Context: an optimization exercise on an open-source flow, tuned for small area, a short achievable clock period and few clock cycles. The choices shown serve that exercise and are no tape-out recipe.
In this exercise RTL edits were held to simulation tests only and were not proved equivalent to the original.
No activity file was given, so power comes from the tool's default toggle rates.

## P
==> flow/design.v <==
package hostPkg;
	typedef logic [10:0] memAddrT;
	typedef logic [31:0] hostWordT;
	typedef logic [7:0] regAddrT;
	localparam regAddrT lengthRegIndex = 8'd0;
	localparam regAddrT multiplierRegIndex = 8'd1;
	localparam memAddrT cycleCountAddress = 11'd2047;
	localparam memAddrT maxLength = 11'd2047;
	localparam int fifoLogDepth = 5;
	typedef logic [fifoLogDepth:0] fifoCountT;
	typedef enum logic [1:0] {decodeIdle, decodeFetching, decodeRunning} decodeStateT;
	typedef enum logic [1:0] {writerStreaming, writerReporting, writerFinishing} writerStateT;
endpackage
package gfMathPkg;
	typedef logic [7:0] gfElemT;
	localparam int laneCount = 4;
	typedef logic [laneCount*8-1:0] gfWordT;
	localparam logic [8:0] fieldPoly = 9'h11B;
endpackage
`timescale 1ns/1ps
module gfStreamTop #(
	parameter int slotCount = 4
) (
	input logic clk,
	input logic reset,
	input logic runValue,
	output logic runClear,
	output logic regReq,
	input logic regAck,
	output hostPkg::regAddrT regAddr,
	input logic regReadValid,
	input hostPkg::hostWordT regReadData,
	output logic inReadReq,
	input logic inReadAck,
	output hostPkg::memAddrT inReadAddr,
	input logic inReadValid,
	input hostPkg::hostWordT inReadData,
	output logic outWriteReq,
	input logic outWriteAck,
	output hostPkg::memAddrT outWriteAddr,
	output hostPkg::hostWordT outWriteData
);
	localparam int ptrBits = (slotCount > 8) ? 4 : (slotCount > 4) ? 3 : (slotCount > 2) ? 2 : 1;
	localparam int creditLimit = slotCount + 1;
	localparam int usedBits = (creditLimit > 15) ? 5 : (creditLimit > 7) ? 4 : (creditLimit > 3) ? 3 : 2;
	function automatic logic [7:0] xtime(input logic [7:0] x);
		xtime = {x[6:0], 1'b0} ^ (x[7] ? 8'h1b : 8'h00);
	endfunction
	function automatic logic [ptrBits-1:0] ptrNext(input logic [ptrBits-1:0] p);
		ptrNext = (p == ptrBits'(slotCount - 1)) ? '0 : p + 1'b1;
	endfunction
	logic busy;
	logic regAddrBit;
	logic lengthSeen;
	logic multSeen;
	logic lengthJust;
	logic multJust;
	logic satHigh;
	logic satLow;
	logic rawNonZero;
	logic rawOne;
	logic [10:0] lastPrior;       
	logic lengthZero;
	logic lengthOne;
	logic [7:0] mulEven [0:3];    
	logic [7:0] mulPow [0:7];     
	logic [31:0] cycleCount;
	logic multArrive;
	logic lengthNonZero;
	logic multReady;
	assign multArrive = busy && regReadValid && lengthSeen && !multSeen;
	logic rawSat;
	assign rawSat = satHigh || satLow;
	assign lengthNonZero = lengthJust ? (rawSat || rawNonZero) : !lengthZero;
	logic lengthIsOne;
	assign lengthIsOne = lengthJust ? (!rawSat && rawOne) : lengthOne;
	assign multReady = multSeen && !multJust;
	assign regAddr = {7'b0, regAddrBit};
	always_ff @(posedge clk) begin
		satHigh <= |regReadData[31:22];
		satLow <= |regReadData[21:11];
		rawNonZero <= |regReadData[10:0];
		rawOne <= (regReadData[10:0] == 11'd1);
		if (!multSeen) begin
			mulEven[0] <= regReadData[7:0];
		end
		for (int i = 1; i < 4; i++) begin
			logic [7:0] power;
			power = mulEven[0];
			for (int j = 0; j < 2*i; j++) power = xtime(power);
			mulEven[i] <= power;
		end
		if (!lengthSeen) begin
			lastPrior <= regReadData[10:0];
		end else if (lengthJust) begin
			lastPrior <= rawSat ? 11'd2045 : lastPrior - 11'd2;
		end
		if (lengthJust) begin
			lengthZero <= !(rawSat || rawNonZero);
			lengthOne <= !rawSat && rawOne;
		end
		cycleCount <= multJust ? 32'd1 : cycleCount + 32'd1;
	end
	always_comb begin
		for (int i = 0; i < 4; i++) begin
			mulPow[2*i] = mulEven[i];
			mulPow[2*i+1] = xtime(mulEven[i]);
		end
	end
	logic [31:0] product;
	always_comb begin
		for (int lane = 0; lane < 4; lane++) begin
			logic [7:0] acc;
			acc = '0;
			for (int i = 0; i < 8; i++) begin
				acc = acc ^ (inReadData[lane*8 + i] ? mulPow[i] : 8'h00);
			end
			product[lane*8 +: 8] = acc;
		end
	end
	logic [31:0] slot [0:slotCount-1];
	logic [ptrBits-1:0] writePtr;
	logic [ptrBits-1:0] readPtr;
	logic [ptrBits:0] fill;
	logic bufEmpty;
	logic bufFull;
	always_ff @(posedge clk) begin
		for (int k = 0; k < slotCount; k++) begin
			if (!bufFull && writePtr == ptrBits'(k)) begin
				slot[k] <= product;
			end
		end
	end
	logic readAccept;
	logic writeAccept;
	logic writeFree;
	logic readAtLast;     
	logic outAtLast;      
	logic outIsCount;
	logic outFree;
	logic loadWord;
	logic takeSlot;
	logic pushSlot;
	logic lastWrite;
	logic countWait;      
	logic loadCount;
	logic [31:0] nextWord;
	assign readAccept = inReadReq && inReadAck;
	assign writeAccept = outWriteReq && outWriteAck;
	assign writeFree = writeAccept && !outIsCount;
	assign outFree = !outWriteReq || writeFree;
	assign loadWord = outFree && (!bufEmpty || inReadValid);
	assign takeSlot = loadWord && !bufEmpty;
	assign pushSlot = inReadValid && !bufEmpty || inReadValid && !outFree;
	assign nextWord = bufEmpty ? product : slot[readPtr];
	assign lastWrite = writeFree && outAtLast;
	assign loadCount = lastWrite || (countWait && multReady && !outWriteReq);
	logic readPhase;
	logic [usedBits-1:0] used;
	always_ff @(posedge clk) begin
		if (reset) begin
			busy <= 1'b0;
			regReq <= 1'b0;
			regAddrBit <= 1'b0;
			lengthSeen <= 1'b0;
			multSeen <= 1'b0;
			lengthJust <= 1'b0;
			multJust <= 1'b0;
			readPhase <= 1'b0;
			inReadReq <= 1'b0;
			inReadAddr <= '0;
			used <= '0;
			writePtr <= '0;
			readPtr <= '0;
			fill <= '0;
			bufEmpty <= 1'b1;
			bufFull <= 1'b0;
			outWriteReq <= 1'b0;
			outIsCount <= 1'b0;
			outWriteAddr <= '1;
			countWait <= 1'b0;
			runClear <= 1'b0;
		end else begin
			runClear <= 1'b0;
			lengthJust <= busy && regReadValid && !lengthSeen;
			multJust <= multArrive;
			if (!busy) begin
				if (runValue && !runClear) begin
					busy <= 1'b1;
					regReq <= 1'b1;
					regAddrBit <= 1'b0;
				end
				lengthSeen <= 1'b0;
				multSeen <= 1'b0;
				inReadAddr <= '0;
				outWriteAddr <= '1;
			end else begin
				if (regReq && regAck) begin
					if (!regAddrBit) regAddrBit <= 1'b1;
					else regReq <= 1'b0;
				end
				if (regReadValid) begin
					lengthSeen <= 1'b1;
					if (lengthSeen) multSeen <= 1'b1;
				end
			end
			if (readAccept && !writeFree) used <= used + 1'b1;
			if (writeFree && !readAccept) used <= used - 1'b1;
			if (readAccept) readAtLast <= (inReadAddr == lastPrior);
			if (multArrive) begin
				readAtLast <= lengthIsOne;
				readPhase <= lengthNonZero;
				inReadReq <= lengthNonZero;
				countWait <= !lengthNonZero;
			end else if (inReadReq && !inReadAck) begin
				inReadReq <= 1'b1;
			end else if (readAccept) begin
				inReadAddr <= inReadAddr + 1'b1;
				if (readAtLast) begin
					readPhase <= 1'b0;
					inReadReq <= 1'b0;
				end else begin
					inReadReq <= writeFree ? (used <= usedBits'(creditLimit - 1))
					                       : (used <= usedBits'(creditLimit - 2));
				end
			end else begin
				inReadReq <= readPhase && (writeFree || (used <= usedBits'(creditLimit - 1)));
			end
			if (pushSlot) writePtr <= ptrNext(writePtr);
			if (takeSlot) readPtr <= ptrNext(readPtr);
			if (pushSlot && !takeSlot) begin
				fill <= fill + 1'b1;
				bufEmpty <= 1'b0;
				bufFull <= (fill == (ptrBits+1)'(slotCount - 1));
			end
			if (takeSlot && !pushSlot) begin
				fill <= fill - 1'b1;
				bufEmpty <= (fill == (ptrBits+1)'(1));
				bufFull <= 1'b0;
			end
			if (loadCount) begin
				countWait <= 1'b0;
				outWriteReq <= 1'b1;
				outIsCount <= 1'b1;
				outWriteAddr <= '1;
			end else if (loadWord) begin
				outWriteReq <= 1'b1;
				outWriteAddr <= outWriteAddr + 1'b1;
				outAtLast <= (outWriteAddr == lastPrior);
			end else if (writeAccept) begin
				outWriteReq <= 1'b0;
				if (outIsCount) begin
					outIsCount <= 1'b0;
					runClear <= 1'b1;
					busy <= 1'b0;
				end
			end
		end
	end
	always_ff @(posedge clk) begin
		if (loadCount) begin
			outWriteData <= cycleCount;
		end else if (loadWord) begin
			outWriteData <= nextWord;
		end
	end
endmodule
clock: 4.5 ns
lec_check: 0
cap_margin: 0
core_margin: 2
core_utilization: 60
cts_buf_list: sky130_fd_sc_hd__clkbuf_4 sky130_fd_sc_hd__clkbuf_8
setup_slack_margin: 2.5
slew_margin: 0
standard.sh (not shown) runs the stock make flow with config.mk's settings and CLKGATE_MAP_FILE= SYNTH_SCRIPT=/design/flow/synth_recipe.tcl, a recipe that flattens the netlist after the stock synthesis.
==> flow/flow/run.sh <==
#!/bin/bash
# Standard layout with two resizer changes: port buffers are plain buffers
# instead of delay cells, and resizing may change a cell's footprint.
set -o pipefail
bash standard.sh MATCH_CELL_FOOTPRINT=0 \
	"BUFFER_PORTS_ARGS=-buffer_cell sky130_fd_sc_hd__buf_2" \
	finish > flow_make.log 2>&1
Testbench counts of P, summed over its fixed seeds: cycles 52,628.
#### Input delta (Q over P)
Settings: SETUP_SLACK_MARGIN changed from 2.5 to 2.4.
==> flow/flow/run.sh <==
#!/bin/bash
# Standard layout with resizer and clock tree changes: port buffers are
# plain buffers instead of delay cells, resizing may change a cell's
# footprint, and the clock tree gets no dummy loads.
set -o pipefail
bash standard.sh MATCH_CELL_FOOTPRINT=0 \
	"BUFFER_PORTS_ARGS=-buffer_cell sky130_fd_sc_hd__buf_2" \
	"CTS_ARGS=-sink_clustering_enable -repair_clock_nets -dont_use_dummy_load -buf_list {sky130_fd_sc_hd__clkbuf_2 sky130_fd_sc_hd__clkbuf_4}" \
	finish > flow_make.log 2>&1
Notes after the runs:
Row combinational share of power: Q higher / P lower. For Q, the leading cell category by total area was sequential cells, unlike P, where it was multi-input combinational cells. Q vs. P: clock skew rose by 0.095 ns; number of signal-net inverters in the final layout went up 3.8%; flop and latch count out of synthesis neither gained nor lost much; post-route clock period utilization went up 1.7 points; global-route total usage across every layer shows an increase of 0.27 points. Changes observed in Q relative to P: routed length on met2 down about 0.9%, share of total power in the clock network down 5.7 points.
Input-level comparison between R and Q:
Settings: swapping 2.4 for 2.45 in SETUP_SLACK_MARGIN.
diff --git a/flow/flow/run.sh b/flow/flow/run.sh
--- a/flow/flow/run.sh
+++ b/flow/flow/run.sh
@@ -6,4 +6,4 @@
 bash standard.sh MATCH_CELL_FOOTPRINT=0 \
 	"BUFFER_PORTS_ARGS=-buffer_cell sky130_fd_sc_hd__buf_2" \
-	"CTS_ARGS=-sink_clustering_enable -repair_clock_nets -dont_use_dummy_load -buf_list {sky130_fd_sc_hd__clkbuf_2 sky130_fd_sc_hd__clkbuf_4}" \
+	"CTS_ARGS=-sink_clustering_enable -repair_clock_nets -dont_use_dummy_load -buf_list {sky130_fd_sc_hd__clkbuf_4 sky130_fd_sc_hd__clkbuf_8}" \
 	finish > flow_make.log 2>&1
==> comparison <==
Every stage of the flow completed for R, and the final layout passed the timing, design-rule and antenna checks.
Compared with Q, in R final cell utilization of the core shows no meaningful change; worst setup skew after layout shrank by 0.038 ns; minimum setup slack in the final design went up 0.077 ns; half-perimeter wire length after placement level; worst-case hold slack rose by 0.034 ns.
Summary of R over Q: relative contribution of combinational cells to total power lower; flip-flop and latch share of the layout cell area has decreased.

-- re-timing with driven ports --
No port has a modelled driver above. Below, the same layouts with a new extraction and two added sets of constraints.
Step 1 assumes that a clkbuf_16 drives the clock port and a buf_2 every other input.
Step 2 adds t to the input delays and takes it off the output delays; t is the mean of the earliest and latest rising clock arrival at the registers after step 1. Input paths then give back, and output paths get back, about the clock's delay inside the block.
Slacks: ideal ports / drivers / drivers and shift; pairs: ideal ports / drivers.
run	t, ns	slack for setup (ns)	latest minus earliest clock arrival (ns)	cell pins on the clock port's net
P	0.603	2.398 / 2.350 / 1.965	0.032 / 0.033	1
Q	0.672	2.319 / 2.274 / 1.901	0.125 / 0.125	1
R	0.565	2.396 / 2.354 / 1.990	0.084 / 0.084	1
After both steps setup and hold are still met in every run listed. For P, which loses most, drivers alone change the setup slack by -0.048 ns; drivers and shift together by -0.433 ns.
